This design comes from an exercise in tuning for small area, a short achievable clock period and few clock cycles per item on the open sky130 flow, not from production work. Only simulation tests tie the RTL to the original design; equivalence was not proved.

==> flow/design.v <==
module mont_redc_ws #(
    parameter int P_WIDTH  = 64,
    parameter int W_WIDTH  = 32,
    parameter int PD_WIDTH = 2 * P_WIDTH,
    parameter int NUM_W    = P_WIDTH / W_WIDTH
) (
    input  logic                clk,
    input  logic                rst_n,
    input  logic                in_valid,
    output logic                in_ready,
    input  logic [PD_WIDTH-1:0] Mul_in,
    input  logic [P_WIDTH-1:0]  N_in,
    input  logic [W_WIDTH-1:0]  Nprime_in,
    output logic                out_valid,
    input  logic                out_ready,
    output logic [P_WIDTH-1:0]  res_out,
    output logic [P_WIDTH:0]    res_raw_out
);
    localparam int CNT_W = $clog2(NUM_W + 1);
    localparam int ACC_W = PD_WIDTH + 1;
    localparam int MN_W  = W_WIDTH + P_WIDTH;
    typedef enum logic [1:0] {IDLE, RED, SUB, DONE} state_t;
    state_t             state, state_nxt;
    logic [ACC_W-1:0]   acc;
    logic [P_WIDTH-1:0] n_reg;
    logic [W_WIDTH-1:0] np_reg;
    logic [CNT_W-1:0]   cnt;
    logic               accept;
    logic               last_iter;
    logic [P_WIDTH-1:0] res_q;
    logic [P_WIDTH:0]   raw_q;
    logic [W_WIDTH-1:0] m;
    logic [MN_W-1:0]    m_n;
    logic [ACC_W-1:0]   sum;
    logic [P_WIDTH:0]   raw;
    logic [P_WIDTH-1:0] diff;
    logic               raw_ge_n;
    assign m         = acc[W_WIDTH-1:0] * np_reg;
    assign m_n       = MN_W'(m) * MN_W'(n_reg);
    assign sum       = acc + ACC_W'(m_n);
    assign raw       = acc[P_WIDTH:0];
    assign raw_ge_n  = raw >= {1'b0, n_reg};
    assign diff      = raw[P_WIDTH-1:0] - n_reg;
    assign last_iter = (cnt == CNT_W'(NUM_W - 1));
    assign accept    = in_valid && in_ready;
    assign res_out     = res_q;
    assign res_raw_out = raw_q;
    always_ff @(posedge clk) begin
        if (!rst_n) state <= IDLE;
        else        state <= state_nxt;
    end
    always_comb begin
        state_nxt = state;
        in_ready  = 1'b0;
        unique case (state)
            IDLE: begin
                in_ready = 1'b1;
                if (in_valid) state_nxt = RED;
            end
            RED:  if (last_iter) state_nxt = SUB;
            SUB:  state_nxt = DONE;
            DONE: begin
                in_ready = out_ready;
                if (out_ready) state_nxt = in_valid ? RED : IDLE;
            end
            default: state_nxt = IDLE;
        endcase
    end
    always_ff @(posedge clk) begin
        if (!rst_n) begin
            acc       <= '0;
            n_reg     <= '0;
            np_reg    <= '0;
            cnt       <= '0;
            out_valid <= 1'b0;
            res_q     <= '0;
            raw_q     <= '0;
        end else begin
            if (accept) begin
                acc    <= {1'b0, Mul_in};
                n_reg  <= N_in;
                np_reg <= Nprime_in;
                cnt    <= '0;
            end else if (state == RED) begin
                acc <= sum >> W_WIDTH;
                cnt <= cnt + 1'b1;
            end
            if (state == SUB) begin
                res_q     <= raw_ge_n ? diff : raw[P_WIDTH-1:0];
                raw_q     <= raw;
                out_valid <= 1'b1;
            end else if (state == DONE && out_ready) begin
                out_valid <= 1'b0;
            end
        end
    end
endmodule
==> flow/run.sh <==
#!/bin/bash
# synth_recipe.tcl (not shown) runs the flow's synth.tcl, then flattens the netlist and writes it again
# the make line also repeats each setting of config.mk as NAME=value (left out here)
make -C /OpenROAD-flow-scripts/flow DESIGN_CONFIG=/design/flow/config.mk WORK_HOME=/design/flow/orfs CLKGATE_MAP_FILE= SYNTH_SCRIPT=/design/flow/synth_recipe.tcl finish
==> flow/config.mk <==
export PLATFORM = sky130hd
export DESIGN_NAME = mont_redc_ws
export DESIGN_NICKNAME = mont_redc_ws
export VERILOG_FILES = /design/flow/design.v
export SDC_FILE = /design/flow/constraint.sdc
export NUM_CORES = 4
export LEC_CHECK = 0
export CAP_MARGIN = 20
export CORE_MARGIN = 2
export CORE_UTILIZATION = 40
export SLEW_MARGIN = 20
==> flow/constraint.sdc <==
create_clock -name core_clock -period 16.0 [get_ports {clk}]
set_input_delay 3.2000 -clock core_clock [delete_from_list [all_inputs] [get_ports {clk}]]
set_output_delay 3.2000 -clock core_clock [all_outputs]
set_load 0.01 [all_outputs]
==> run notes, run 1 <==
* Status: timing/DRC/antenna clean
* Worst clock skew on the final layout at 0.0454 ns
* Inserted Clock Buffers at 47
* Register containing the most flip-flops in the final layout: acc
* Most used standard cells in the synthesized netlist: 2394 x sky130_fd_sc_hd__inv_1, 2388 x sky130_fd_sc_hd__nand2_1, 2362 x sky130_fd_sc_hd__fa_1, 714 x sky130_fd_sc_hd__clkbuf_1, 600 x sky130_fd_sc_hd__and2_1
* Routed met3 length at 28.5 mm
* Synthesized Nets at 14600
* Pre-CTS worst setup slack at 0.0704 ns
* Final core utilization at 0.439
* Top-count cell post-synth: sky130_fd_sc_hd__inv_1
* Simple-gate share of the synthesized area at 0.169
* Count of maximum capacitance violations at 0
* CTS tree: built
* Critical register-to-register path startpoint: acc[12]$_SDFFE_PN0P_
* Req. time, crit path at 16.56 ns
* End of the critical path: acc[63]$_SDFFE_PN0P_
* Number of enable flip-flop cells after synthesis at 0
* Count of routing violations after the opening detailed-route iteration at 6421
* Post-cts gate resize count at 0
* Detailed-router iteration count before antenna repair at 8
* Met1 usage in global routing at 0.366
* Compound-cell area share of the yosys netlist at 0.0698
* Total Negative Setup Slacks at 0 ns
* Multi-input combinational area share at 0.743
* Number of warnings printed during yosys synthesis at 1
* Worst setup path category: reg -> reg
Testbench counts, summed over its fixed seeds: cycles 19,208, items 4,800.
==> run 2, diff against run 1 <==
==> flow/design.v (replaced) <==
module mont_redc_ws #(
    parameter int P_WIDTH  = 64,
    parameter int W_WIDTH  = 32,
    parameter int PD_WIDTH = 2 * P_WIDTH,
    parameter int NUM_W    = P_WIDTH / W_WIDTH
) (
    input  logic                clk,
    input  logic                rst_n,
    input  logic                in_valid,
    output logic                in_ready,
    input  logic [PD_WIDTH-1:0] Mul_in,
    input  logic [P_WIDTH-1:0]  N_in,
    input  logic [W_WIDTH-1:0]  Nprime_in,
    output logic                out_valid,
    input  logic                out_ready,
    output logic [P_WIDTH-1:0]  res_out,
    output logic [P_WIDTH:0]    res_raw_out
);
    localparam logic [65:0] KCONST = 66'h2aaaaaaaaaaaaaaac;
    logic        st_load, st_step, st_fin;
    logic [2:0]  cnt;
    logic        free;
    logic [65:0] ws, wc;
    logic        cin, qtop;
    logic [63:0] n_q, thi_q;
    logic [7:0]  np_q;
    always_ff @(posedge clk) begin
        n_q   <= N_in;
        thi_q <= Mul_in[127:64];
        np_q  <= Nprime_in[7:0];
    end
    logic [7:0] wl, q;
    assign wl = ws[7:0] + wc[7:0] + 8'(cin);
    assign q  = 8'(wl * np_q) - 8'(qtop);
    logic [2:0] bd [4];
    logic [3:0] one, two, neg, nneg;
    assign bd[0] = {q[1], q[0], qtop};
    assign bd[1] = {q[3], q[2], q[1]};
    assign bd[2] = {q[5], q[4], q[3]};
    assign bd[3] = {q[7], q[6], q[5]};
    for (genvar j = 0; j < 4; j++) begin : g_enc
        assign one[j]  = bd[j][1] ^ bd[j][0];
        assign two[j]  = (bd[j] == 3'b011) || (bd[j] == 3'b100);
        assign neg[j]  = bd[j][2];
        assign nneg[j] = ~bd[j][2];
    end
    logic [64:0] e0, e1, e2, e3;
    assign e0 = (({65{one[0]}} & {1'b0, n_q}) | ({65{two[0]}} & {n_q, 1'b0})) ^ {65{neg[0]}};
    assign e1 = (({65{one[1]}} & {1'b0, n_q}) | ({65{two[1]}} & {n_q, 1'b0})) ^ {65{neg[1]}};
    assign e2 = (({65{one[2]}} & {1'b0, n_q}) | ({65{two[2]}} & {n_q, 1'b0})) ^ {65{neg[2]}};
    assign e3 = (({65{one[3]}} & {1'b0, n_q}) | ({65{two[3]}} & {n_q, 1'b0})) ^ {65{neg[3]}};
    logic [73:0] ts, tc;
    wire t1, t2, t3, t4, t5, t6, t7, t8, t9, t10, t11, t12, t13, t14, t15, t16, t17, t18, t19, t20, t21, t22, t23, t24, t25, t26, t27, t28, t29, t30, t31, t32, t33, t34, t35, t36, t37, t38, t39, t40, t41, t42, t43, t44, t45, t46, t47, t48, t49, t50, t51, t52, t53, t54, t55, t56, t57, t58, t59, t60, t61, t62, t63, t64, t65, t66, t67, t68, t69, t70, t71, t72, t73, t74, t75, t76, t77, t78, t79, t80, t81, t82, t83, t84, t85, t86, t87, t88, t89, t90, t91, t92, t93, t94, t95, t96, t97, t98, t99, t100, t101, t102, t103, t104, t105, t106, t107, t108, t109, t110, t111, t112, t113, t114, t115, t116, t117, t118, t119, t120, t121, t122, t123, t124, t125, t126, t127, t128, t129, t130, t131, t132, t133, t134, t135, t136, t137, t138, t139, t140, t141, t142, t143, t144, t145, t146, t147, t148, t149, t150, t151, t152, t153, t154, t155, t156, t157, t158, t159, t160, t161, t162, t163, t164, t165, t166, t167, t168, t169, t170, t171, t172, t173, t174, t175, t176, t177, t178, t179, t180, t181, t182, t183, t184, t185, t186, t187, t188, t189, t190, t191, t192, t193, t194, t195, t196, t197, t198, t199, t200, t201, t202, t203, t204, t205, t206, t207, t208, t209, t210, t211, t212, t213, t214, t215, t216, t217, t218, t219, t220, t221, t222, t223, t224, t225, t226, t227, t228, t229, t230, t231, t232, t233, t234, t235, t236, t237, t238, t239, t240, t241, t242, t243, t244, t245, t246, t247, t248, t249, t250, t251, t252, t253, t254, t255, t256, t257, t258, t259, t260, t261, t262, t263, t264, t265, t266, t267, t268, t269, t270, t271, t272, t273, t274, t275, t276, t277, t278, t279, t280, t281, t282, t283, t284, t285, t286, t287, t288, t289, t290, t291, t292, t293, t294, t295, t296, t297, t298, t299, t300, t301, t302, t303, t304, t305, t306, t307, t308, t309, t310, t311, t312, t313, t314, t315, t316, t317, t318, t319, t320, t321, t322, t323, t324, t325, t326, t327, t328, t329, t330, t331, t332, t333, t334, t335, t336, t337, t338, t339, t340, t341, t342, t343, t344, t345, t346, t347, t348, t349, t350, t351, t352, t353, t354, t355, t356, t357, t358, t359, t360, t361, t362, t363, t364, t365, t366, t367, t368, t369, t370, t371, t372, t373, t374, t375, t376, t377, t378, t379, t380, t381, t382, t383, t384, t385, t386, t387, t388, t389, t390, t391, t392, t393, t394, t395, t396, t397, t398, t399, t400, t401, t402, t403, t404, t405, t406, t407, t408, t409, t410, t411, t412, t413, t414, t415, t416, t417, t418, t419, t420, t421, t422, t423, t424, t425, t426, t427, t428, t429, t430, t431, t432, t433, t434, t435, t436, t437, t438, t439, t440, t441, t442, t443, t444, t445, t446, t447, t448, t449, t450, t451, t452, t453, t454, t455, t456, t457, t458, t459, t460, t461, t462, t463, t464, t465, t466, t467, t468, t469, t470, t471, t472, t473, t474, t475, t476, t477, t478, t479, t480, t481, t482, t483, t484, t485, t486, t487, t488, t489, t490, t491, t492, t493, t494, t495, t496, t497, t498, t499, t500, t501, t502, t503, t504, t505, t506, t507, t508, t509, t510, t511, t512, t513, t514, t515, t516, t517, t518, t519, t520, t521, t522, t523, t524, t525, t526, t527, t528, t529, t530, t531, t532, t533, t534, t535, t536, t537, t538, t539, t540, t541, t542, t543, t544, t545, t546, t547, t548, t549, t550, t551, t552, t553, t554, t555, t556, t557, t558, t559, t560, t561, t562, t563, t564, t565, t566, t567, t568, t569, t570, t571, t572, t573, t574, t575, t576, t577, t578, t579, t580, t581, t582, t583, t584, t585, t586, t587, t588, t589, t590, t591, t592, t593, t594, t595, t596, t597, t598, t599, t600, t601, t602, t603, t604, t605, t606, t607, t608, t609, t610, t611, t612, t613, t614, t615, t616, t617, t618, t619, t620, t621, t622, t623, t624, t625, t626, t627, t628, t629, t630, t631, t632, t633, t634, t635, t636, t637, t638, t639, t640, t641, t642, t643, t644, t645, t646, t647, t648, t649, t650, t651, t652, t653, t654, t655, t656, t657, t658, t659, t660;
    assign t1 = ws[6] ^ wc[6];
    assign t2 = ws[6] & wc[6];
    assign t3 = ws[7] ^ wc[7];
    assign t4 = ws[7] & wc[7];
    assign t5 = ws[8] ^ wc[8];
    assign t6 = ws[8] & wc[8];
    assign t7 = ws[9] ^ wc[9];
    assign t8 = ws[9] & wc[9];
    assign t9 = ws[10] ^ wc[10];
    assign t10 = ws[10] & wc[10];
    assign t11 = ws[11] ^ wc[11];
    assign t12 = ws[11] & wc[11];
    assign t13 = ws[12] ^ wc[12];
    assign t14 = ws[12] & wc[12];
    assign t15 = ws[13] ^ wc[13];
    assign t16 = ws[13] & wc[13];
    assign t17 = ws[14] ^ wc[14];
    assign t18 = ws[14] & wc[14];
    assign t19 = ws[15] ^ wc[15];
    assign t20 = ws[15] & wc[15];
    assign t21 = ws[16] ^ wc[16];
    assign t22 = ws[16] & wc[16];
    assign t23 = ws[17] ^ wc[17];
    assign t24 = ws[17] & wc[17];
    assign t25 = ws[18] ^ wc[18];
    assign t26 = ws[18] & wc[18];
    assign t27 = ws[19] ^ wc[19];
    assign t28 = ws[19] & wc[19];
    assign t29 = ws[20] ^ wc[20];
    assign t30 = ws[20] & wc[20];
    assign t31 = ws[21] ^ wc[21];
    assign t32 = ws[21] & wc[21];
    assign t33 = ws[22] ^ wc[22];
    assign t34 = ws[22] & wc[22];
    assign t35 = ws[23] ^ wc[23];
    assign t36 = ws[23] & wc[23];
    assign t37 = ws[24] ^ wc[24];
    assign t38 = ws[24] & wc[24];
    assign t39 = ws[25] ^ wc[25];
    assign t40 = ws[25] & wc[25];
    assign t41 = ws[26] ^ wc[26];
    assign t42 = ws[26] & wc[26];
    assign t43 = ws[27] ^ wc[27];
    assign t44 = ws[27] & wc[27];
    assign t45 = ws[28] ^ wc[28];
    assign t46 = ws[28] & wc[28];
    assign t47 = ws[29] ^ wc[29];
    assign t48 = ws[29] & wc[29];
    assign t49 = ws[30] ^ wc[30];
    assign t50 = ws[30] & wc[30];
    assign t51 = ws[31] ^ wc[31];
    assign t52 = ws[31] & wc[31];
    assign t53 = ws[32] ^ wc[32];
    assign t54 = ws[32] & wc[32];
    assign t55 = ws[33] ^ wc[33];
    assign t56 = ws[33] & wc[33];
    assign t57 = ws[34] ^ wc[34];
    assign t58 = ws[34] & wc[34];
    assign t59 = ws[35] ^ wc[35];
    assign t60 = ws[35] & wc[35];
    assign t61 = ws[36] ^ wc[36];
    assign t62 = ws[36] & wc[36];
    assign t63 = ws[37] ^ wc[37];
    assign t64 = ws[37] & wc[37];
    assign t65 = ws[38] ^ wc[38];
    assign t66 = ws[38] & wc[38];
    assign t67 = ws[39] ^ wc[39];
    assign t68 = ws[39] & wc[39];
    assign t69 = ws[40] ^ wc[40];
    assign t70 = ws[40] & wc[40];
    assign t71 = ws[41] ^ wc[41];
    assign t72 = ws[41] & wc[41];
    assign t73 = ws[42] ^ wc[42];
    assign t74 = ws[42] & wc[42];
    assign t75 = ws[43] ^ wc[43];
    assign t76 = ws[43] & wc[43];
    assign t77 = ws[44] ^ wc[44];
    assign t78 = ws[44] & wc[44];
    assign t79 = ws[45] ^ wc[45];
    assign t80 = ws[45] & wc[45];
    assign t81 = ws[46] ^ wc[46];
    assign t82 = ws[46] & wc[46];
    assign t83 = ws[47] ^ wc[47];
    assign t84 = ws[47] & wc[47];
    assign t85 = ws[48] ^ wc[48];
    assign t86 = ws[48] & wc[48];
    assign t87 = ws[49] ^ wc[49];
    assign t88 = ws[49] & wc[49];
    assign t89 = ws[50] ^ wc[50];
    assign t90 = ws[50] & wc[50];
    assign t91 = ws[51] ^ wc[51];
    assign t92 = ws[51] & wc[51];
    assign t93 = ws[52] ^ wc[52];
    assign t94 = ws[52] & wc[52];
    assign t95 = ws[53] ^ wc[53];
    assign t96 = ws[53] & wc[53];
    assign t97 = ws[54] ^ wc[54];
    assign t98 = ws[54] & wc[54];
    assign t99 = ws[55] ^ wc[55];
    assign t100 = ws[55] & wc[55];
    assign t101 = ws[56] ^ wc[56];
    assign t102 = ws[56] & wc[56];
    assign t103 = ws[57] ^ wc[57];
    assign t104 = ws[57] & wc[57];
    assign t105 = ws[58] ^ wc[58];
    assign t106 = ws[58] & wc[58];
    assign t107 = ws[59] ^ wc[59];
    assign t108 = ws[59] & wc[59];
    assign t109 = ws[60] ^ wc[60];
    assign t110 = ws[60] & wc[60];
    assign t111 = ws[61] ^ wc[61];
    assign t112 = ws[61] & wc[61];
    assign t113 = ws[62] ^ wc[62];
    assign t114 = ws[62] & wc[62];
    assign t115 = ws[63] ^ wc[63];
    assign t116 = ws[63] & wc[63];
    assign t117 = ws[64] ^ wc[64];
    assign t118 = ws[64] & wc[64];
    assign t119 = ws[65] ^ wc[65];
    assign t120 = ws[65] & wc[65];
    assign t121 = ws[0] ^ wc[0];
    assign t122 = ws[0] & wc[0];
    assign t123 = ws[2] ^ wc[2];
    assign t124 = ws[2] & wc[2];
    assign t125 = ws[3] ^ wc[3];
    assign t126 = ws[3] & wc[3];
    assign t127 = ws[4] ^ wc[4] ^ neg[2];
    assign t128 = (ws[4] & wc[4]) | (ws[4] & neg[2]) | (wc[4] & neg[2]);
    assign t129 = e0[4] ^ e1[2];
    assign t130 = e0[4] & e1[2];
    assign t131 = ws[5] ^ wc[5] ^ e0[5];
    assign t132 = (ws[5] & wc[5]) | (ws[5] & e0[5]) | (wc[5] & e0[5]);
    assign t133 = e1[3] ^ e2[1];
    assign t134 = e1[3] & e2[1];
    assign t135 = t1 ^ neg[3] ^ e0[6];
    assign t136 = (t1 & neg[3]) | (t1 & e0[6]) | (neg[3] & e0[6]);
    assign t137 = e1[4] ^ e2[2] ^ e3[0];
    assign t138 = (e1[4] & e2[2]) | (e1[4] & e3[0]) | (e2[2] & e3[0]);
    assign t139 = t2 ^ t3 ^ e0[7];
    assign t140 = (t2 & t3) | (t2 & e0[7]) | (t3 & e0[7]);
    assign t141 = e1[5] ^ e2[3] ^ e3[1];
    assign t142 = (e1[5] & e2[3]) | (e1[5] & e3[1]) | (e2[3] & e3[1]);
    assign t143 = t4 ^ t5 ^ e0[8];
    assign t144 = (t4 & t5) | (t4 & e0[8]) | (t5 & e0[8]);
    assign t145 = e1[6] ^ e2[4] ^ e3[2];
    assign t146 = (e1[6] & e2[4]) | (e1[6] & e3[2]) | (e2[4] & e3[2]);
    assign t147 = t6 ^ t7 ^ e0[9];
    assign t148 = (t6 & t7) | (t6 & e0[9]) | (t7 & e0[9]);
    assign t149 = e1[7] ^ e2[5] ^ e3[3];
    assign t150 = (e1[7] & e2[5]) | (e1[7] & e3[3]) | (e2[5] & e3[3]);
    assign t151 = t8 ^ t9 ^ e0[10];
    assign t152 = (t8 & t9) | (t8 & e0[10]) | (t9 & e0[10]);
    assign t153 = e1[8] ^ e2[6] ^ e3[4];
    assign t154 = (e1[8] & e2[6]) | (e1[8] & e3[4]) | (e2[6] & e3[4]);
    assign t155 = t10 ^ t11 ^ e0[11];
    assign t156 = (t10 & t11) | (t10 & e0[11]) | (t11 & e0[11]);
    assign t157 = e1[9] ^ e2[7] ^ e3[5];
    assign t158 = (e1[9] & e2[7]) | (e1[9] & e3[5]) | (e2[7] & e3[5]);
    assign t159 = t12 ^ t13 ^ e0[12];
    assign t160 = (t12 & t13) | (t12 & e0[12]) | (t13 & e0[12]);
    assign t161 = e1[10] ^ e2[8] ^ e3[6];
    assign t162 = (e1[10] & e2[8]) | (e1[10] & e3[6]) | (e2[8] & e3[6]);
    assign t163 = t14 ^ t15 ^ e0[13];
    assign t164 = (t14 & t15) | (t14 & e0[13]) | (t15 & e0[13]);
    assign t165 = e1[11] ^ e2[9] ^ e3[7];
    assign t166 = (e1[11] & e2[9]) | (e1[11] & e3[7]) | (e2[9] & e3[7]);
    assign t167 = t16 ^ t17 ^ e0[14];
    assign t168 = (t16 & t17) | (t16 & e0[14]) | (t17 & e0[14]);
    assign t169 = e1[12] ^ e2[10] ^ e3[8];
    assign t170 = (e1[12] & e2[10]) | (e1[12] & e3[8]) | (e2[10] & e3[8]);
    assign t171 = t18 ^ t19 ^ e0[15];
    assign t172 = (t18 & t19) | (t18 & e0[15]) | (t19 & e0[15]);
    assign t173 = e1[13] ^ e2[11] ^ e3[9];
    assign t174 = (e1[13] & e2[11]) | (e1[13] & e3[9]) | (e2[11] & e3[9]);
    assign t175 = t20 ^ t21 ^ e0[16];
    assign t176 = (t20 & t21) | (t20 & e0[16]) | (t21 & e0[16]);
    assign t177 = e1[14] ^ e2[12] ^ e3[10];
    assign t178 = (e1[14] & e2[12]) | (e1[14] & e3[10]) | (e2[12] & e3[10]);
    assign t179 = t22 ^ t23 ^ e0[17];
    assign t180 = (t22 & t23) | (t22 & e0[17]) | (t23 & e0[17]);
    assign t181 = e1[15] ^ e2[13] ^ e3[11];
    assign t182 = (e1[15] & e2[13]) | (e1[15] & e3[11]) | (e2[13] & e3[11]);
    assign t183 = t24 ^ t25 ^ e0[18];
    assign t184 = (t24 & t25) | (t24 & e0[18]) | (t25 & e0[18]);
    assign t185 = e1[16] ^ e2[14] ^ e3[12];
    assign t186 = (e1[16] & e2[14]) | (e1[16] & e3[12]) | (e2[14] & e3[12]);
    assign t187 = t26 ^ t27 ^ e0[19];
    assign t188 = (t26 & t27) | (t26 & e0[19]) | (t27 & e0[19]);
    assign t189 = e1[17] ^ e2[15] ^ e3[13];
    assign t190 = (e1[17] & e2[15]) | (e1[17] & e3[13]) | (e2[15] & e3[13]);
    assign t191 = t28 ^ t29 ^ e0[20];
    assign t192 = (t28 & t29) | (t28 & e0[20]) | (t29 & e0[20]);
    assign t193 = e1[18] ^ e2[16] ^ e3[14];
    assign t194 = (e1[18] & e2[16]) | (e1[18] & e3[14]) | (e2[16] & e3[14]);
    assign t195 = t30 ^ t31 ^ e0[21];
    assign t196 = (t30 & t31) | (t30 & e0[21]) | (t31 & e0[21]);
    assign t197 = e1[19] ^ e2[17] ^ e3[15];
    assign t198 = (e1[19] & e2[17]) | (e1[19] & e3[15]) | (e2[17] & e3[15]);
    assign t199 = t32 ^ t33 ^ e0[22];
    assign t200 = (t32 & t33) | (t32 & e0[22]) | (t33 & e0[22]);
    assign t201 = e1[20] ^ e2[18] ^ e3[16];
    assign t202 = (e1[20] & e2[18]) | (e1[20] & e3[16]) | (e2[18] & e3[16]);
    assign t203 = t34 ^ t35 ^ e0[23];
    assign t204 = (t34 & t35) | (t34 & e0[23]) | (t35 & e0[23]);
    assign t205 = e1[21] ^ e2[19] ^ e3[17];
    assign t206 = (e1[21] & e2[19]) | (e1[21] & e3[17]) | (e2[19] & e3[17]);
    assign t207 = t36 ^ t37 ^ e0[24];
    assign t208 = (t36 & t37) | (t36 & e0[24]) | (t37 & e0[24]);
    assign t209 = e1[22] ^ e2[20] ^ e3[18];
    assign t210 = (e1[22] & e2[20]) | (e1[22] & e3[18]) | (e2[20] & e3[18]);
    assign t211 = t38 ^ t39 ^ e0[25];
    assign t212 = (t38 & t39) | (t38 & e0[25]) | (t39 & e0[25]);
    assign t213 = e1[23] ^ e2[21] ^ e3[19];
    assign t214 = (e1[23] & e2[21]) | (e1[23] & e3[19]) | (e2[21] & e3[19]);
    assign t215 = t40 ^ t41 ^ e0[26];
    assign t216 = (t40 & t41) | (t40 & e0[26]) | (t41 & e0[26]);
    assign t217 = e1[24] ^ e2[22] ^ e3[20];
    assign t218 = (e1[24] & e2[22]) | (e1[24] & e3[20]) | (e2[22] & e3[20]);
    assign t219 = t42 ^ t43 ^ e0[27];
    assign t220 = (t42 & t43) | (t42 & e0[27]) | (t43 & e0[27]);
    assign t221 = e1[25] ^ e2[23] ^ e3[21];
    assign t222 = (e1[25] & e2[23]) | (e1[25] & e3[21]) | (e2[23] & e3[21]);
    assign t223 = t44 ^ t45 ^ e0[28];
    assign t224 = (t44 & t45) | (t44 & e0[28]) | (t45 & e0[28]);
    assign t225 = e1[26] ^ e2[24] ^ e3[22];
    assign t226 = (e1[26] & e2[24]) | (e1[26] & e3[22]) | (e2[24] & e3[22]);
    assign t227 = t46 ^ t47 ^ e0[29];
    assign t228 = (t46 & t47) | (t46 & e0[29]) | (t47 & e0[29]);
    assign t229 = e1[27] ^ e2[25] ^ e3[23];
    assign t230 = (e1[27] & e2[25]) | (e1[27] & e3[23]) | (e2[25] & e3[23]);
    assign t231 = t48 ^ t49 ^ e0[30];
    assign t232 = (t48 & t49) | (t48 & e0[30]) | (t49 & e0[30]);
    assign t233 = e1[28] ^ e2[26] ^ e3[24];
    assign t234 = (e1[28] & e2[26]) | (e1[28] & e3[24]) | (e2[26] & e3[24]);
    assign t235 = t50 ^ t51 ^ e0[31];
    assign t236 = (t50 & t51) | (t50 & e0[31]) | (t51 & e0[31]);
    assign t237 = e1[29] ^ e2[27] ^ e3[25];
    assign t238 = (e1[29] & e2[27]) | (e1[29] & e3[25]) | (e2[27] & e3[25]);
    assign t239 = t52 ^ t53 ^ e0[32];
    assign t240 = (t52 & t53) | (t52 & e0[32]) | (t53 & e0[32]);
    assign t241 = e1[30] ^ e2[28] ^ e3[26];
    assign t242 = (e1[30] & e2[28]) | (e1[30] & e3[26]) | (e2[28] & e3[26]);
    assign t243 = t54 ^ t55 ^ e0[33];
    assign t244 = (t54 & t55) | (t54 & e0[33]) | (t55 & e0[33]);
    assign t245 = e1[31] ^ e2[29] ^ e3[27];
    assign t246 = (e1[31] & e2[29]) | (e1[31] & e3[27]) | (e2[29] & e3[27]);
    assign t247 = t56 ^ t57 ^ e0[34];
    assign t248 = (t56 & t57) | (t56 & e0[34]) | (t57 & e0[34]);
    assign t249 = e1[32] ^ e2[30] ^ e3[28];
    assign t250 = (e1[32] & e2[30]) | (e1[32] & e3[28]) | (e2[30] & e3[28]);
    assign t251 = t58 ^ t59 ^ e0[35];
    assign t252 = (t58 & t59) | (t58 & e0[35]) | (t59 & e0[35]);
    assign t253 = e1[33] ^ e2[31] ^ e3[29];
    assign t254 = (e1[33] & e2[31]) | (e1[33] & e3[29]) | (e2[31] & e3[29]);
    assign t255 = t60 ^ t61 ^ e0[36];
    assign t256 = (t60 & t61) | (t60 & e0[36]) | (t61 & e0[36]);
    assign t257 = e1[34] ^ e2[32] ^ e3[30];
    assign t258 = (e1[34] & e2[32]) | (e1[34] & e3[30]) | (e2[32] & e3[30]);
    assign t259 = t62 ^ t63 ^ e0[37];
    assign t260 = (t62 & t63) | (t62 & e0[37]) | (t63 & e0[37]);
    assign t261 = e1[35] ^ e2[33] ^ e3[31];
    assign t262 = (e1[35] & e2[33]) | (e1[35] & e3[31]) | (e2[33] & e3[31]);
    assign t263 = t64 ^ t65 ^ e0[38];
    assign t264 = (t64 & t65) | (t64 & e0[38]) | (t65 & e0[38]);
    assign t265 = e1[36] ^ e2[34] ^ e3[32];
    assign t266 = (e1[36] & e2[34]) | (e1[36] & e3[32]) | (e2[34] & e3[32]);
    assign t267 = t66 ^ t67 ^ e0[39];
    assign t268 = (t66 & t67) | (t66 & e0[39]) | (t67 & e0[39]);
    assign t269 = e1[37] ^ e2[35] ^ e3[33];
    assign t270 = (e1[37] & e2[35]) | (e1[37] & e3[33]) | (e2[35] & e3[33]);
    assign t271 = t68 ^ t69 ^ e0[40];
    assign t272 = (t68 & t69) | (t68 & e0[40]) | (t69 & e0[40]);
    assign t273 = e1[38] ^ e2[36] ^ e3[34];
    assign t274 = (e1[38] & e2[36]) | (e1[38] & e3[34]) | (e2[36] & e3[34]);
    assign t275 = t70 ^ t71 ^ e0[41];
    assign t276 = (t70 & t71) | (t70 & e0[41]) | (t71 & e0[41]);
    assign t277 = e1[39] ^ e2[37] ^ e3[35];
    assign t278 = (e1[39] & e2[37]) | (e1[39] & e3[35]) | (e2[37] & e3[35]);
    assign t279 = t72 ^ t73 ^ e0[42];
    assign t280 = (t72 & t73) | (t72 & e0[42]) | (t73 & e0[42]);
    assign t281 = e1[40] ^ e2[38] ^ e3[36];
    assign t282 = (e1[40] & e2[38]) | (e1[40] & e3[36]) | (e2[38] & e3[36]);
    assign t283 = t74 ^ t75 ^ e0[43];
    assign t284 = (t74 & t75) | (t74 & e0[43]) | (t75 & e0[43]);
    assign t285 = e1[41] ^ e2[39] ^ e3[37];
    assign t286 = (e1[41] & e2[39]) | (e1[41] & e3[37]) | (e2[39] & e3[37]);
    assign t287 = t76 ^ t77 ^ e0[44];
    assign t288 = (t76 & t77) | (t76 & e0[44]) | (t77 & e0[44]);
    assign t289 = e1[42] ^ e2[40] ^ e3[38];
    assign t290 = (e1[42] & e2[40]) | (e1[42] & e3[38]) | (e2[40] & e3[38]);
    assign t291 = t78 ^ t79 ^ e0[45];
    assign t292 = (t78 & t79) | (t78 & e0[45]) | (t79 & e0[45]);
    assign t293 = e1[43] ^ e2[41] ^ e3[39];
    assign t294 = (e1[43] & e2[41]) | (e1[43] & e3[39]) | (e2[41] & e3[39]);
    assign t295 = t80 ^ t81 ^ e0[46];
    assign t296 = (t80 & t81) | (t80 & e0[46]) | (t81 & e0[46]);
    assign t297 = e1[44] ^ e2[42] ^ e3[40];
    assign t298 = (e1[44] & e2[42]) | (e1[44] & e3[40]) | (e2[42] & e3[40]);
    assign t299 = t82 ^ t83 ^ e0[47];
    assign t300 = (t82 & t83) | (t82 & e0[47]) | (t83 & e0[47]);
    assign t301 = e1[45] ^ e2[43] ^ e3[41];
    assign t302 = (e1[45] & e2[43]) | (e1[45] & e3[41]) | (e2[43] & e3[41]);
    assign t303 = t84 ^ t85 ^ e0[48];
    assign t304 = (t84 & t85) | (t84 & e0[48]) | (t85 & e0[48]);
    assign t305 = e1[46] ^ e2[44] ^ e3[42];
    assign t306 = (e1[46] & e2[44]) | (e1[46] & e3[42]) | (e2[44] & e3[42]);
    assign t307 = t86 ^ t87 ^ e0[49];
    assign t308 = (t86 & t87) | (t86 & e0[49]) | (t87 & e0[49]);
    assign t309 = e1[47] ^ e2[45] ^ e3[43];
    assign t310 = (e1[47] & e2[45]) | (e1[47] & e3[43]) | (e2[45] & e3[43]);
    assign t311 = t88 ^ t89 ^ e0[50];
    assign t312 = (t88 & t89) | (t88 & e0[50]) | (t89 & e0[50]);
    assign t313 = e1[48] ^ e2[46] ^ e3[44];
    assign t314 = (e1[48] & e2[46]) | (e1[48] & e3[44]) | (e2[46] & e3[44]);
    assign t315 = t90 ^ t91 ^ e0[51];
    assign t316 = (t90 & t91) | (t90 & e0[51]) | (t91 & e0[51]);
    assign t317 = e1[49] ^ e2[47] ^ e3[45];
    assign t318 = (e1[49] & e2[47]) | (e1[49] & e3[45]) | (e2[47] & e3[45]);
    assign t319 = t92 ^ t93 ^ e0[52];
    assign t320 = (t92 & t93) | (t92 & e0[52]) | (t93 & e0[52]);
    assign t321 = e1[50] ^ e2[48] ^ e3[46];
    assign t322 = (e1[50] & e2[48]) | (e1[50] & e3[46]) | (e2[48] & e3[46]);
    assign t323 = t94 ^ t95 ^ e0[53];
    assign t324 = (t94 & t95) | (t94 & e0[53]) | (t95 & e0[53]);
    assign t325 = e1[51] ^ e2[49] ^ e3[47];
    assign t326 = (e1[51] & e2[49]) | (e1[51] & e3[47]) | (e2[49] & e3[47]);
    assign t327 = t96 ^ t97 ^ e0[54];
    assign t328 = (t96 & t97) | (t96 & e0[54]) | (t97 & e0[54]);
    assign t329 = e1[52] ^ e2[50] ^ e3[48];
    assign t330 = (e1[52] & e2[50]) | (e1[52] & e3[48]) | (e2[50] & e3[48]);
    assign t331 = t98 ^ t99 ^ e0[55];
    assign t332 = (t98 & t99) | (t98 & e0[55]) | (t99 & e0[55]);
    assign t333 = e1[53] ^ e2[51] ^ e3[49];
    assign t334 = (e1[53] & e2[51]) | (e1[53] & e3[49]) | (e2[51] & e3[49]);
    assign t335 = t100 ^ t101 ^ e0[56];
    assign t336 = (t100 & t101) | (t100 & e0[56]) | (t101 & e0[56]);
    assign t337 = e1[54] ^ e2[52] ^ e3[50];
    assign t338 = (e1[54] & e2[52]) | (e1[54] & e3[50]) | (e2[52] & e3[50]);
    assign t339 = t102 ^ t103 ^ e0[57];
    assign t340 = (t102 & t103) | (t102 & e0[57]) | (t103 & e0[57]);
    assign t341 = e1[55] ^ e2[53] ^ e3[51];
    assign t342 = (e1[55] & e2[53]) | (e1[55] & e3[51]) | (e2[53] & e3[51]);
    assign t343 = t104 ^ t105 ^ e0[58];
    assign t344 = (t104 & t105) | (t104 & e0[58]) | (t105 & e0[58]);
    assign t345 = e1[56] ^ e2[54] ^ e3[52];
    assign t346 = (e1[56] & e2[54]) | (e1[56] & e3[52]) | (e2[54] & e3[52]);
    assign t347 = t106 ^ t107 ^ e0[59];
    assign t348 = (t106 & t107) | (t106 & e0[59]) | (t107 & e0[59]);
    assign t349 = e1[57] ^ e2[55] ^ e3[53];
    assign t350 = (e1[57] & e2[55]) | (e1[57] & e3[53]) | (e2[55] & e3[53]);
    assign t351 = t108 ^ t109 ^ e0[60];
    assign t352 = (t108 & t109) | (t108 & e0[60]) | (t109 & e0[60]);
    assign t353 = e1[58] ^ e2[56] ^ e3[54];
    assign t354 = (e1[58] & e2[56]) | (e1[58] & e3[54]) | (e2[56] & e3[54]);
    assign t355 = t110 ^ t111 ^ e0[61];
    assign t356 = (t110 & t111) | (t110 & e0[61]) | (t111 & e0[61]);
    assign t357 = e1[59] ^ e2[57] ^ e3[55];
    assign t358 = (e1[59] & e2[57]) | (e1[59] & e3[55]) | (e2[57] & e3[55]);
    assign t359 = t112 ^ t113 ^ e0[62];
    assign t360 = (t112 & t113) | (t112 & e0[62]) | (t113 & e0[62]);
    assign t361 = e1[60] ^ e2[58] ^ e3[56];
    assign t362 = (e1[60] & e2[58]) | (e1[60] & e3[56]) | (e2[58] & e3[56]);
    assign t363 = t114 ^ t115 ^ e0[63];
    assign t364 = (t114 & t115) | (t114 & e0[63]) | (t115 & e0[63]);
    assign t365 = e1[61] ^ e2[59] ^ e3[57];
    assign t366 = (e1[61] & e2[59]) | (e1[61] & e3[57]) | (e2[59] & e3[57]);
    assign t367 = t116 ^ t117 ^ e0[64];
    assign t368 = (t116 & t117) | (t116 & e0[64]) | (t117 & e0[64]);
    assign t369 = e1[62] ^ e2[60] ^ e3[58];
    assign t370 = (e1[62] & e2[60]) | (e1[62] & e3[58]) | (e2[60] & e3[58]);
    assign t371 = t118 ^ t119 ^ neg[0];
    assign t372 = (t118 & t119) | (t118 & neg[0]) | (t119 & neg[0]);
    assign t373 = e1[63] ^ e2[61] ^ e3[59];
    assign t374 = (e1[63] & e2[61]) | (e1[63] & e3[59]) | (e2[61] & e3[59]);
    assign t375 = t120 ^ nneg[0] ^ e1[64];
    assign t376 = (t120 & nneg[0]) | (t120 & e1[64]) | (nneg[0] & e1[64]);
    assign t377 = e2[62] ^ e3[60];
    assign t378 = e2[62] & e3[60];
    assign t379 = neg[1] ^ e2[63];
    assign t380 = neg[1] & e2[63];
    assign t381 = cin ^ t121;
    assign t382 = cin & t121;
    assign t383 = ws[1] ^ wc[1] ^ t122;
    assign t384 = (ws[1] & wc[1]) | (ws[1] & t122) | (wc[1] & t122);
    assign t385 = t123 ^ neg[1] ^ e0[2];
    assign t386 = (t123 & neg[1]) | (t123 & e0[2]) | (neg[1] & e0[2]);
    assign t387 = t124 ^ t125 ^ e0[3];
    assign t388 = (t124 & t125) | (t124 & e0[3]) | (t125 & e0[3]);
    assign t389 = t126 ^ t127 ^ e2[0];
    assign t390 = (t126 & t127) | (t126 & e2[0]) | (t127 & e2[0]);
    assign t391 = t128 ^ t130 ^ t133;
    assign t392 = (t128 & t130) | (t128 & t133) | (t130 & t133);
    assign t393 = t134 ^ t132 ^ t135;
    assign t394 = (t134 & t132) | (t134 & t135) | (t132 & t135);
    assign t395 = t136 ^ t138 ^ t139;
    assign t396 = (t136 & t138) | (t136 & t139) | (t138 & t139);
    assign t397 = t140 ^ t142 ^ t143;
    assign t398 = (t140 & t142) | (t140 & t143) | (t142 & t143);
    assign t399 = t144 ^ t146 ^ t147;
    assign t400 = (t144 & t146) | (t144 & t147) | (t146 & t147);
    assign t401 = t148 ^ t150 ^ t151;
    assign t402 = (t148 & t150) | (t148 & t151) | (t150 & t151);
    assign t403 = t152 ^ t154 ^ t155;
    assign t404 = (t152 & t154) | (t152 & t155) | (t154 & t155);
    assign t405 = t156 ^ t158 ^ t159;
    assign t406 = (t156 & t158) | (t156 & t159) | (t158 & t159);
    assign t407 = t160 ^ t162 ^ t163;
    assign t408 = (t160 & t162) | (t160 & t163) | (t162 & t163);
    assign t409 = t164 ^ t166 ^ t167;
    assign t410 = (t164 & t166) | (t164 & t167) | (t166 & t167);
    assign t411 = t168 ^ t170 ^ t171;
    assign t412 = (t168 & t170) | (t168 & t171) | (t170 & t171);
    assign t413 = t172 ^ t174 ^ t175;
    assign t414 = (t172 & t174) | (t172 & t175) | (t174 & t175);
    assign t415 = t176 ^ t178 ^ t179;
    assign t416 = (t176 & t178) | (t176 & t179) | (t178 & t179);
    assign t417 = t180 ^ t182 ^ t183;
    assign t418 = (t180 & t182) | (t180 & t183) | (t182 & t183);
    assign t419 = t184 ^ t186 ^ t187;
    assign t420 = (t184 & t186) | (t184 & t187) | (t186 & t187);
    assign t421 = t188 ^ t190 ^ t191;
    assign t422 = (t188 & t190) | (t188 & t191) | (t190 & t191);
    assign t423 = t192 ^ t194 ^ t195;
    assign t424 = (t192 & t194) | (t192 & t195) | (t194 & t195);
    assign t425 = t196 ^ t198 ^ t199;
    assign t426 = (t196 & t198) | (t196 & t199) | (t198 & t199);
    assign t427 = t200 ^ t202 ^ t203;
    assign t428 = (t200 & t202) | (t200 & t203) | (t202 & t203);
    assign t429 = t204 ^ t206 ^ t207;
    assign t430 = (t204 & t206) | (t204 & t207) | (t206 & t207);
    assign t431 = t208 ^ t210 ^ t211;
    assign t432 = (t208 & t210) | (t208 & t211) | (t210 & t211);
    assign t433 = t212 ^ t214 ^ t215;
    assign t434 = (t212 & t214) | (t212 & t215) | (t214 & t215);
    assign t435 = t216 ^ t218 ^ t219;
    assign t436 = (t216 & t218) | (t216 & t219) | (t218 & t219);
    assign t437 = t220 ^ t222 ^ t223;
    assign t438 = (t220 & t222) | (t220 & t223) | (t222 & t223);
    assign t439 = t224 ^ t226 ^ t227;
    assign t440 = (t224 & t226) | (t224 & t227) | (t226 & t227);
    assign t441 = t228 ^ t230 ^ t231;
    assign t442 = (t228 & t230) | (t228 & t231) | (t230 & t231);
    assign t443 = t232 ^ t234 ^ t235;
    assign t444 = (t232 & t234) | (t232 & t235) | (t234 & t235);
    assign t445 = t236 ^ t238 ^ t239;
    assign t446 = (t236 & t238) | (t236 & t239) | (t238 & t239);
    assign t447 = t240 ^ t242 ^ t243;
    assign t448 = (t240 & t242) | (t240 & t243) | (t242 & t243);
    assign t449 = t244 ^ t246 ^ t247;
    assign t450 = (t244 & t246) | (t244 & t247) | (t246 & t247);
    assign t451 = t248 ^ t250 ^ t251;
    assign t452 = (t248 & t250) | (t248 & t251) | (t250 & t251);
    assign t453 = t252 ^ t254 ^ t255;
    assign t454 = (t252 & t254) | (t252 & t255) | (t254 & t255);
    assign t455 = t256 ^ t258 ^ t259;
    assign t456 = (t256 & t258) | (t256 & t259) | (t258 & t259);
    assign t457 = t260 ^ t262 ^ t263;
    assign t458 = (t260 & t262) | (t260 & t263) | (t262 & t263);
    assign t459 = t264 ^ t266 ^ t267;
    assign t460 = (t264 & t266) | (t264 & t267) | (t266 & t267);
    assign t461 = t268 ^ t270 ^ t271;
    assign t462 = (t268 & t270) | (t268 & t271) | (t270 & t271);
    assign t463 = t272 ^ t274 ^ t275;
    assign t464 = (t272 & t274) | (t272 & t275) | (t274 & t275);
    assign t465 = t276 ^ t278 ^ t279;
    assign t466 = (t276 & t278) | (t276 & t279) | (t278 & t279);
    assign t467 = t280 ^ t282 ^ t283;
    assign t468 = (t280 & t282) | (t280 & t283) | (t282 & t283);
    assign t469 = t284 ^ t286 ^ t287;
    assign t470 = (t284 & t286) | (t284 & t287) | (t286 & t287);
    assign t471 = t288 ^ t290 ^ t291;
    assign t472 = (t288 & t290) | (t288 & t291) | (t290 & t291);
    assign t473 = t292 ^ t294 ^ t295;
    assign t474 = (t292 & t294) | (t292 & t295) | (t294 & t295);
    assign t475 = t296 ^ t298 ^ t299;
    assign t476 = (t296 & t298) | (t296 & t299) | (t298 & t299);
    assign t477 = t300 ^ t302 ^ t303;
    assign t478 = (t300 & t302) | (t300 & t303) | (t302 & t303);
    assign t479 = t304 ^ t306 ^ t307;
    assign t480 = (t304 & t306) | (t304 & t307) | (t306 & t307);
    assign t481 = t308 ^ t310 ^ t311;
    assign t482 = (t308 & t310) | (t308 & t311) | (t310 & t311);
    assign t483 = t312 ^ t314 ^ t315;
    assign t484 = (t312 & t314) | (t312 & t315) | (t314 & t315);
    assign t485 = t316 ^ t318 ^ t319;
    assign t486 = (t316 & t318) | (t316 & t319) | (t318 & t319);
    assign t487 = t320 ^ t322 ^ t323;
    assign t488 = (t320 & t322) | (t320 & t323) | (t322 & t323);
    assign t489 = t324 ^ t326 ^ t327;
    assign t490 = (t324 & t326) | (t324 & t327) | (t326 & t327);
    assign t491 = t328 ^ t330 ^ t331;
    assign t492 = (t328 & t330) | (t328 & t331) | (t330 & t331);
    assign t493 = t332 ^ t334 ^ t335;
    assign t494 = (t332 & t334) | (t332 & t335) | (t334 & t335);
    assign t495 = t336 ^ t338 ^ t339;
    assign t496 = (t336 & t338) | (t336 & t339) | (t338 & t339);
    assign t497 = t340 ^ t342 ^ t343;
    assign t498 = (t340 & t342) | (t340 & t343) | (t342 & t343);
    assign t499 = t344 ^ t346 ^ t347;
    assign t500 = (t344 & t346) | (t344 & t347) | (t346 & t347);
    assign t501 = t348 ^ t350 ^ t351;
    assign t502 = (t348 & t350) | (t348 & t351) | (t350 & t351);
    assign t503 = t352 ^ t354 ^ t355;
    assign t504 = (t352 & t354) | (t352 & t355) | (t354 & t355);
    assign t505 = t356 ^ t358 ^ t359;
    assign t506 = (t356 & t358) | (t356 & t359) | (t358 & t359);
    assign t507 = t360 ^ t362 ^ t363;
    assign t508 = (t360 & t362) | (t360 & t363) | (t362 & t363);
    assign t509 = t364 ^ t366 ^ t367;
    assign t510 = (t364 & t366) | (t364 & t367) | (t366 & t367);
    assign t511 = t371 ^ t368 ^ t370;
    assign t512 = (t371 & t368) | (t371 & t370) | (t368 & t370);
    assign t513 = t372 ^ t377 ^ t374;
    assign t514 = (t372 & t377) | (t372 & t374) | (t377 & t374);
    assign t515 = e3[61] ^ t378 ^ t379;
    assign t516 = (e3[61] & t378) | (e3[61] & t379) | (t378 & t379);
    assign t517 = nneg[1] ^ e2[64] ^ e3[62];
    assign t518 = (nneg[1] & e2[64]) | (nneg[1] & e3[62]) | (e2[64] & e3[62]);
    assign t519 = t381 ^ neg[0];
    assign t520 = t381 & neg[0];
    assign t521 = t382 ^ t383 ^ e0[1];
    assign t522 = (t382 & t383) | (t382 & e0[1]) | (t383 & e0[1]);
    assign t523 = t384 ^ e1[0] ^ t385;
    assign t524 = (t384 & e1[0]) | (t384 & t385) | (e1[0] & t385);
    assign t525 = e1[1] ^ t386 ^ t387;
    assign t526 = (e1[1] & t386) | (e1[1] & t387) | (t386 & t387);
    assign t527 = t129 ^ t388 ^ t389;
    assign t528 = (t129 & t388) | (t129 & t389) | (t388 & t389);
    assign t529 = t390 ^ t131 ^ t391;
    assign t530 = (t390 & t131) | (t390 & t391) | (t131 & t391);
    assign t531 = t137 ^ t392 ^ t393;
    assign t532 = (t137 & t392) | (t137 & t393) | (t392 & t393);
    assign t533 = t141 ^ t394 ^ t395;
    assign t534 = (t141 & t394) | (t141 & t395) | (t394 & t395);
    assign t535 = t145 ^ t396 ^ t397;
    assign t536 = (t145 & t396) | (t145 & t397) | (t396 & t397);
    assign t537 = t149 ^ t398 ^ t399;
    assign t538 = (t149 & t398) | (t149 & t399) | (t398 & t399);
    assign t539 = t153 ^ t400 ^ t401;
    assign t540 = (t153 & t400) | (t153 & t401) | (t400 & t401);
    assign t541 = t157 ^ t402 ^ t403;
    assign t542 = (t157 & t402) | (t157 & t403) | (t402 & t403);
    assign t543 = t161 ^ t404 ^ t405;
    assign t544 = (t161 & t404) | (t161 & t405) | (t404 & t405);
    assign t545 = t165 ^ t406 ^ t407;
    assign t546 = (t165 & t406) | (t165 & t407) | (t406 & t407);
    assign t547 = t169 ^ t408 ^ t409;
    assign t548 = (t169 & t408) | (t169 & t409) | (t408 & t409);
    assign t549 = t173 ^ t410 ^ t411;
    assign t550 = (t173 & t410) | (t173 & t411) | (t410 & t411);
    assign t551 = t177 ^ t412 ^ t413;
    assign t552 = (t177 & t412) | (t177 & t413) | (t412 & t413);
    assign t553 = t181 ^ t414 ^ t415;
    assign t554 = (t181 & t414) | (t181 & t415) | (t414 & t415);
    assign t555 = t185 ^ t416 ^ t417;
    assign t556 = (t185 & t416) | (t185 & t417) | (t416 & t417);
    assign t557 = t189 ^ t418 ^ t419;
    assign t558 = (t189 & t418) | (t189 & t419) | (t418 & t419);
    assign t559 = t193 ^ t420 ^ t421;
    assign t560 = (t193 & t420) | (t193 & t421) | (t420 & t421);
    assign t561 = t197 ^ t422 ^ t423;
    assign t562 = (t197 & t422) | (t197 & t423) | (t422 & t423);
    assign t563 = t201 ^ t424 ^ t425;
    assign t564 = (t201 & t424) | (t201 & t425) | (t424 & t425);
    assign t565 = t205 ^ t426 ^ t427;
    assign t566 = (t205 & t426) | (t205 & t427) | (t426 & t427);
    assign t567 = t209 ^ t428 ^ t429;
    assign t568 = (t209 & t428) | (t209 & t429) | (t428 & t429);
    assign t569 = t213 ^ t430 ^ t431;
    assign t570 = (t213 & t430) | (t213 & t431) | (t430 & t431);
    assign t571 = t217 ^ t432 ^ t433;
    assign t572 = (t217 & t432) | (t217 & t433) | (t432 & t433);
    assign t573 = t221 ^ t434 ^ t435;
    assign t574 = (t221 & t434) | (t221 & t435) | (t434 & t435);
    assign t575 = t225 ^ t436 ^ t437;
    assign t576 = (t225 & t436) | (t225 & t437) | (t436 & t437);
    assign t577 = t229 ^ t438 ^ t439;
    assign t578 = (t229 & t438) | (t229 & t439) | (t438 & t439);
    assign t579 = t233 ^ t440 ^ t441;
    assign t580 = (t233 & t440) | (t233 & t441) | (t440 & t441);
    assign t581 = t237 ^ t442 ^ t443;
    assign t582 = (t237 & t442) | (t237 & t443) | (t442 & t443);
    assign t583 = t241 ^ t444 ^ t445;
    assign t584 = (t241 & t444) | (t241 & t445) | (t444 & t445);
    assign t585 = t245 ^ t446 ^ t447;
    assign t586 = (t245 & t446) | (t245 & t447) | (t446 & t447);
    assign t587 = t249 ^ t448 ^ t449;
    assign t588 = (t249 & t448) | (t249 & t449) | (t448 & t449);
    assign t589 = t253 ^ t450 ^ t451;
    assign t590 = (t253 & t450) | (t253 & t451) | (t450 & t451);
    assign t591 = t257 ^ t452 ^ t453;
    assign t592 = (t257 & t452) | (t257 & t453) | (t452 & t453);
    assign t593 = t261 ^ t454 ^ t455;
    assign t594 = (t261 & t454) | (t261 & t455) | (t454 & t455);
    assign t595 = t265 ^ t456 ^ t457;
    assign t596 = (t265 & t456) | (t265 & t457) | (t456 & t457);
    assign t597 = t269 ^ t458 ^ t459;
    assign t598 = (t269 & t458) | (t269 & t459) | (t458 & t459);
    assign t599 = t273 ^ t460 ^ t461;
    assign t600 = (t273 & t460) | (t273 & t461) | (t460 & t461);
    assign t601 = t277 ^ t462 ^ t463;
    assign t602 = (t277 & t462) | (t277 & t463) | (t462 & t463);
    assign t603 = t281 ^ t464 ^ t465;
    assign t604 = (t281 & t464) | (t281 & t465) | (t464 & t465);
    assign t605 = t285 ^ t466 ^ t467;
    assign t606 = (t285 & t466) | (t285 & t467) | (t466 & t467);
    assign t607 = t289 ^ t468 ^ t469;
    assign t608 = (t289 & t468) | (t289 & t469) | (t468 & t469);
    assign t609 = t293 ^ t470 ^ t471;
    assign t610 = (t293 & t470) | (t293 & t471) | (t470 & t471);
    assign t611 = t297 ^ t472 ^ t473;
    assign t612 = (t297 & t472) | (t297 & t473) | (t472 & t473);
    assign t613 = t301 ^ t474 ^ t475;
    assign t614 = (t301 & t474) | (t301 & t475) | (t474 & t475);
    assign t615 = t305 ^ t476 ^ t477;
    assign t616 = (t305 & t476) | (t305 & t477) | (t476 & t477);
    assign t617 = t309 ^ t478 ^ t479;
    assign t618 = (t309 & t478) | (t309 & t479) | (t478 & t479);
    assign t619 = t313 ^ t480 ^ t481;
    assign t620 = (t313 & t480) | (t313 & t481) | (t480 & t481);
    assign t621 = t317 ^ t482 ^ t483;
    assign t622 = (t317 & t482) | (t317 & t483) | (t482 & t483);
    assign t623 = t321 ^ t484 ^ t485;
    assign t624 = (t321 & t484) | (t321 & t485) | (t484 & t485);
    assign t625 = t325 ^ t486 ^ t487;
    assign t626 = (t325 & t486) | (t325 & t487) | (t486 & t487);
    assign t627 = t329 ^ t488 ^ t489;
    assign t628 = (t329 & t488) | (t329 & t489) | (t488 & t489);
    assign t629 = t333 ^ t490 ^ t491;
    assign t630 = (t333 & t490) | (t333 & t491) | (t490 & t491);
    assign t631 = t337 ^ t492 ^ t493;
    assign t632 = (t337 & t492) | (t337 & t493) | (t492 & t493);
    assign t633 = t341 ^ t494 ^ t495;
    assign t634 = (t341 & t494) | (t341 & t495) | (t494 & t495);
    assign t635 = t345 ^ t496 ^ t497;
    assign t636 = (t345 & t496) | (t345 & t497) | (t496 & t497);
    assign t637 = t349 ^ t498 ^ t499;
    assign t638 = (t349 & t498) | (t349 & t499) | (t498 & t499);
    assign t639 = t353 ^ t500 ^ t501;
    assign t640 = (t353 & t500) | (t353 & t501) | (t500 & t501);
    assign t641 = t357 ^ t502 ^ t503;
    assign t642 = (t357 & t502) | (t357 & t503) | (t502 & t503);
    assign t643 = t361 ^ t504 ^ t505;
    assign t644 = (t361 & t504) | (t361 & t505) | (t504 & t505);
    assign t645 = t365 ^ t506 ^ t507;
    assign t646 = (t365 & t506) | (t365 & t507) | (t506 & t507);
    assign t647 = t369 ^ t508 ^ t509;
    assign t648 = (t369 & t508) | (t369 & t509) | (t508 & t509);
    assign t649 = t373 ^ t510 ^ t511;
    assign t650 = (t373 & t510) | (t373 & t511) | (t510 & t511);
    assign t651 = t375 ^ t512 ^ t513;
    assign t652 = (t375 & t512) | (t375 & t513) | (t512 & t513);
    assign t653 = t376 ^ t514 ^ t515;
    assign t654 = (t376 & t514) | (t376 & t515) | (t514 & t515);
    assign t655 = t380 ^ t517 ^ t516;
    assign t656 = (t380 & t517) | (t380 & t516) | (t517 & t516);
    assign t657 = neg[2] ^ e3[63] ^ t518;
    assign t658 = (neg[2] & e3[63]) | (neg[2] & t518) | (e3[63] & t518);
    assign t659 = nneg[2] ^ e3[64];
    assign t660 = nneg[2] & e3[64];
    assign ts[0] = t519;
    assign tc[0] = e0[0];
    assign ts[1] = t520;
    assign tc[1] = t521;
    assign ts[2] = t522;
    assign tc[2] = t523;
    assign ts[3] = t524;
    assign tc[3] = t525;
    assign ts[4] = t526;
    assign tc[4] = t527;
    assign ts[5] = t528;
    assign tc[5] = t529;
    assign ts[6] = t530;
    assign tc[6] = t531;
    assign ts[7] = t532;
    assign tc[7] = t533;
    assign ts[8] = t534;
    assign tc[8] = t535;
    assign ts[9] = t536;
    assign tc[9] = t537;
    assign ts[10] = t538;
    assign tc[10] = t539;
    assign ts[11] = t540;
    assign tc[11] = t541;
    assign ts[12] = t542;
    assign tc[12] = t543;
    assign ts[13] = t544;
    assign tc[13] = t545;
    assign ts[14] = t546;
    assign tc[14] = t547;
    assign ts[15] = t548;
    assign tc[15] = t549;
    assign ts[16] = t550;
    assign tc[16] = t551;
    assign ts[17] = t552;
    assign tc[17] = t553;
    assign ts[18] = t554;
    assign tc[18] = t555;
    assign ts[19] = t556;
    assign tc[19] = t557;
    assign ts[20] = t558;
    assign tc[20] = t559;
    assign ts[21] = t560;
    assign tc[21] = t561;
    assign ts[22] = t562;
    assign tc[22] = t563;
    assign ts[23] = t564;
    assign tc[23] = t565;
    assign ts[24] = t566;
    assign tc[24] = t567;
    assign ts[25] = t568;
    assign tc[25] = t569;
    assign ts[26] = t570;
    assign tc[26] = t571;
    assign ts[27] = t572;
    assign tc[27] = t573;
    assign ts[28] = t574;
    assign tc[28] = t575;
    assign ts[29] = t576;
    assign tc[29] = t577;
    assign ts[30] = t578;
    assign tc[30] = t579;
    assign ts[31] = t580;
    assign tc[31] = t581;
    assign ts[32] = t582;
    assign tc[32] = t583;
    assign ts[33] = t584;
    assign tc[33] = t585;
    assign ts[34] = t586;
    assign tc[34] = t587;
    assign ts[35] = t588;
    assign tc[35] = t589;
    assign ts[36] = t590;
    assign tc[36] = t591;
    assign ts[37] = t592;
    assign tc[37] = t593;
    assign ts[38] = t594;
    assign tc[38] = t595;
    assign ts[39] = t596;
    assign tc[39] = t597;
    assign ts[40] = t598;
    assign tc[40] = t599;
    assign ts[41] = t600;
    assign tc[41] = t601;
    assign ts[42] = t602;
    assign tc[42] = t603;
    assign ts[43] = t604;
    assign tc[43] = t605;
    assign ts[44] = t606;
    assign tc[44] = t607;
    assign ts[45] = t608;
    assign tc[45] = t609;
    assign ts[46] = t610;
    assign tc[46] = t611;
    assign ts[47] = t612;
    assign tc[47] = t613;
    assign ts[48] = t614;
    assign tc[48] = t615;
    assign ts[49] = t616;
    assign tc[49] = t617;
    assign ts[50] = t618;
    assign tc[50] = t619;
    assign ts[51] = t620;
    assign tc[51] = t621;
    assign ts[52] = t622;
    assign tc[52] = t623;
    assign ts[53] = t624;
    assign tc[53] = t625;
    assign ts[54] = t626;
    assign tc[54] = t627;
    assign ts[55] = t628;
    assign tc[55] = t629;
    assign ts[56] = t630;
    assign tc[56] = t631;
    assign ts[57] = t632;
    assign tc[57] = t633;
    assign ts[58] = t634;
    assign tc[58] = t635;
    assign ts[59] = t636;
    assign tc[59] = t637;
    assign ts[60] = t638;
    assign tc[60] = t639;
    assign ts[61] = t640;
    assign tc[61] = t641;
    assign ts[62] = t642;
    assign tc[62] = t643;
    assign ts[63] = t644;
    assign tc[63] = t645;
    assign ts[64] = t646;
    assign tc[64] = t647;
    assign ts[65] = t648;
    assign tc[65] = t649;
    assign ts[66] = t650;
    assign tc[66] = t651;
    assign ts[67] = t652;
    assign tc[67] = t653;
    assign ts[68] = t654;
    assign tc[68] = t655;
    assign ts[69] = t656;
    assign tc[69] = t657;
    assign ts[70] = t658;
    assign tc[70] = t659;
    assign ts[71] = t660;
    assign tc[71] = neg[3];
    assign ts[72] = nneg[3];
    assign tc[72] = 1'b0;
    assign ts[73] = 1'b0;
    assign tc[73] = 1'b0;
    logic [65:0] ws_step, wc_step;
    logic        cin_step;
    assign ws_step  = ts[73:8];
    assign wc_step  = tc[73:8];
    assign cin_step = |(ts[7:0] | tc[7:0]);
    logic [65:0] raw, dif;
    assign raw = ws + wc + 66'(cin) + 66'(thi_q) + (qtop ? 66'(n_q) : 66'(0)) + KCONST;
    assign dif = raw - 66'(n_q);
    assign free        = ~out_valid | out_ready;
    assign res_raw_out = ws[64:0];
    assign res_out     = wc[63:0];
    always_ff @(posedge clk) begin
        if (!rst_n) begin
            st_load   <= 1'b1;
            st_step   <= 1'b0;
            st_fin    <= 1'b0;
            in_ready  <= 1'b0;
            out_valid <= 1'b0;
            cnt       <= '0;
        end else begin
            in_ready <= 1'b0;
            if (st_load) begin
                if (free) out_valid <= 1'b0;
                cnt <= '0;
                if (free && in_valid) begin
                    st_load <= 1'b0;
                    st_step <= 1'b1;
                end
            end
            if (st_step) begin
                cnt <= cnt + 1'b1;
                if (cnt == 3'(7)) begin
                    st_step  <= 1'b0;
                    st_fin   <= 1'b1;
                    in_ready <= 1'b1;
                end
            end
            if (st_fin) begin
                st_fin    <= 1'b0;
                st_load   <= 1'b1;
                out_valid <= 1'b1;
            end
        end
    end
    always_ff @(posedge clk) begin
        if (st_step) begin
            ws   <= ws_step;
            wc   <= wc_step;
            cin  <= cin_step;
            qtop <= q[7];
        end else if (st_fin) begin
            ws <= {1'b0, raw[64:0]};
            wc <= {2'b0, dif[65] ? raw[63:0] : dif[63:0]};
        end else if (free) begin
            ws   <= {2'b0, Mul_in[63:0]};
            wc   <= '0;
            cin  <= 1'b0;
            qtop <= 1'b0;
        end
    end
endmodule
==> run 2 against run 1 <==
  * Flip-flop and latch count is 83 lower
  * Final cell count is 65% lower
  * Sequential share of layout area up 10 points
  * Critical path depth down 17
  * Non-clock buffer count fell by 259
  * Synthesized cell count down 66%
  * Die area decreased by 64%
  * Via count is 63% lower
  * Critical path type unchanged
==> run notes, run 2 <==
* Status: timing/DRC/antenna clean
* Synthesized netlist cell count at 3899
* Quantity of I/O buffers inserted on ports at 334
* Vias at 29900
* Number of design rule violations left after detail routing at 0
* Initial Util at 0.405
* Root buffer cell: sky130_fd_sc_hd__clkbuf_16
* Wire length per cell at 23.2 µm
* Fraction of layout instances using a drive strength above 1 at 0.0343
* Inserted Clock Buffers at 41 (-13%)
* Count of maximum capacitance violations at 0 (unchanged)
* Hold Path Class: reg -> reg
* Number of hold buffers added after cts at 0
* Register containing the most flip-flops in the final layout: ws
* Count of endpoints failing setup in the final report at 0
* Depth of the most critical reg-to-reg path at 31
* Core outline area at 87200 µm²
* Global Route Usage Sum at 0.265
* Number of clock sinks at 275
* # nets final at 4951
* Count of pins on the block boundary at 359
* Standard-cell rows at 108
* Clock-pin slew on the worst setup and hold paths at 0.05 ns
* Number of hold violations in the final report at 0
* Pre-CTS worst setup slack at 5.46 ns (+5.39 ns)
* Final core utilization at 0.468 (+0.0285)
* Worst setup path category: reg -> reg
* Detailed-router iteration count before antenna repair at 5 (-3)
* Commonest non-fill, non-tap cells in the layout: 618 x sky130_fd_sc_hd__inv_1, 407 x sky130_fd_sc_hd__fa_1, 334 x sky130_fd_sc_hd__clkdlybuf4s50_1
* Antenna fix cells at 0
* Number of distinct library cells after synthesis at 84
* Startpoint type of the worst setup path: flip-flop
* Global-route wire length before repair at 184 mm
* Post-cts gate resize count at 0 (unchanged)
* Critical path capture point type: flip-flop
* Antenna-violating nets left at 0
* Critical path's largest stage delay at 0.67 ns
* Most used standard cells in the synthesized netlist: 619 x sky130_fd_sc_hd__inv_1, 407 x sky130_fd_sc_hd__fa_1, 314 x sky130_fd_sc_hd__nand2_1, 293 x sky130_fd_sc_hd__ha_1, 270 x sky130_fd_sc_hd__xnor2_1
* Most area-hungry cell type in the Yosys netlist: sky130_fd_sc_hd__fa_1
* Via count of the first global-routing pass at 30000
* Post-synthesis instance area at 35300 µm²
* Non-filler cells in the finished layout at 5211
* Number of warnings printed during yosys synthesis at 2 (+1)
* Fmax at 92.4 MHz
* Number of H-tree levels at 2
* Final Hold Slack at 0.547 ns
* Pins Over Slew Limit at 0
* Most common cell after layout, fill and taps aside: sky130_fd_sc_hd__inv_1
* Number of antenna violations at the first check in global routing at 0
* Hold Path Stages at 2
* Total Routed Length at 121 mm
* Die span in y at 301 µm
* Gp weighted congestion at 0.920
* Library cell contributing the largest single delay on the critical path: sky130_fd_sc_hd__buf_4
* Worst Setup Slack, final at 5.18 ns
* Worst clock skew on the final layout at 0.0253 ns (-0.0201 ns)
* Cell types with the largest area share after synthesis: sky130_fd_sc_hd__fa_1 23%, sky130_fd_sc_hd__edfxtp_1 11%, sky130_fd_sc_hd__ha_1 10%, sky130_fd_sc_hd__dfxtp_1 8.2%, sky130_fd_sc_hd__xnor2_1 6.7%
* Max FFs per register at 65
* Synthesized Nets at 4827 (-67%)
* Setup repair after global routing missed its margin: no
* Number of flip-flops and latches in the synthesized netlist at 275
* Number of enable flip-flop cells after synthesis at 131 (+131)
* Total Negative Setup Slacks at 0 ns (unchanged)
* Proportion of netlist area held by the largest area contributor at 0.231
* CTS tree: built
* Async set-or-reset flop fraction in the synthesized netlist at 0
* Sequential-to-total area share from yosys stat at 0.193
* Maximum number of pins on one net before global-route repair at 73
* Normalized max-slew margin at 0.181
* Maximum fanout count along the critical path at 62
* Residual overflow from global routing at 0
* Count of buffers added by post-CTS timing repair for setup at 0
* Top-count cell post-synth: sky130_fd_sc_hd__inv_1
* Area added between synthesis and finish at 15.5%
* Clock period minus final worst setup slack at 10.82 ns
* Full die area at 90700 µm²
* Minimum setup slack among reg-to-reg paths at 5.18 ns
* Worst-Skew Late Latency at 0.61 ns
* Maximum buffer depth of the clock tree at 3
* Vias/cell at 5.75
* Post-route fraction of the period consumed by the critical path at 0.677
* Most common flop cell mapped by yosys: sky130_fd_sc_hd__dfxtp_1
* Placed standard-cell area at 39300 µm²
* Horizontal extent of the die at 301 µm
* Data arrival at the endpoint of the critical path at 11.13 ns
* Half-perimeter wire length after detailed placement at 91.6 mm
* Transition time of the tightest slew-check pin at 1.23 ns
* Placed Cells incl. Taps at 5134
* Cell area after layout at 40800 µm²
* Count of routing violations after the opening detailed-route iteration at 2653 (-59%)
* Req. time, crit path at 16.31 ns (-0.25 ns)
* Synthesized area per cell at 9.06 µm²
run 2: layout make-up:
class	instances	area, µm²
Inverter	620	2330
Clock buffer	58	1300
Sequential cell	275	6820
Timing Repair Buffer	358	3540
Fill cell	8402	46400
Clock inverter	18	160
Tap cell	1155	1450
Multi-Input combinational cell	2727	25200
run 2: critical path: cells and delay by family, from the launching register on:
family	cells	cell delay [ns]
compound gates	14	4.59
fa+ha+maj	6	2.39
buf+inv	3	1.26
simple gates	5	0.72
flops	1	0.66
xor+xnor	2	0.52
mux	1	0.28
run 2: final timing paths:
path,to,start
setup / recovery,wc[40]$_DFFE_PP_,n_q[1]$_DFF_P_
hold / removal,out_valid$_SDFFE_PN0P_,out_valid$_SDFFE_PN0P_
setup reg to reg,wc[40]$_DFFE_PP_,n_q[1]$_DFF_P_
hold reg to reg,out_valid$_SDFFE_PN0P_,out_valid$_SDFFE_PN0P_
run 2: kinds of logic (layout without fill, tap and decap cells):
logic type	after synthesis	count (layout)	synth area share
buffers and inverters	897	1054	0.0971
adders and majority gates	700	700	0.335
muxes	75	75	0.0214
AOI/OAI and AO/OA	973	973	0.188
xor gates and xnor gates	336	336	0.0839
DFF	275	275	0.193
and+or+nand+nor	643	643	0.0823
run 2: metal layers:
metal / global-route usage / part of all wire
met5: 0 / 0
met4: 0.0917 / 0.036
met3: 0.0389 / 0.078
met2: 0.426 / 0.46
met1: 0.364 / 0.42
Testbench counts of run 2, summed over its fixed seeds: cycles 48,008, items 4,800.

what the ideal ports hide:
How much do the figures lean on ideal ports? The routed layouts below were timed once more, with nothing changed but the port constraints.
Step 1 (the two cells are an assumption about what drives the block):
set clk [get_ports {clk}]
set_driving_cell -lib_cell sky130_fd_sc_hd__clkbuf_16 $clk
set_driving_cell -lib_cell sky130_fd_sc_hd__buf_2 [delete_from_list [all_inputs] $clk]
Step 2, shift: input delay + t, output delay - t, t = (earliest + latest rising clock arrival at the registers) / 2. This alone moves slack from input paths to output paths.
a / b / c = ideal ports / drivers / drivers and shift; a / b = the first two.
run | t (ns) | slack for setup (ns) | worst setup path at the end | worst register clock-pin slew, ns
run 1 | 0.799 | 0.606 / 0.606 / 0.606 | register to register | 0.08 / 0.08
run 2 | 0.659 | 5.176 / 5.176 / 5.176 | register to register | 0.07 / 0.07
After both steps every run listed still meets setup and hold.
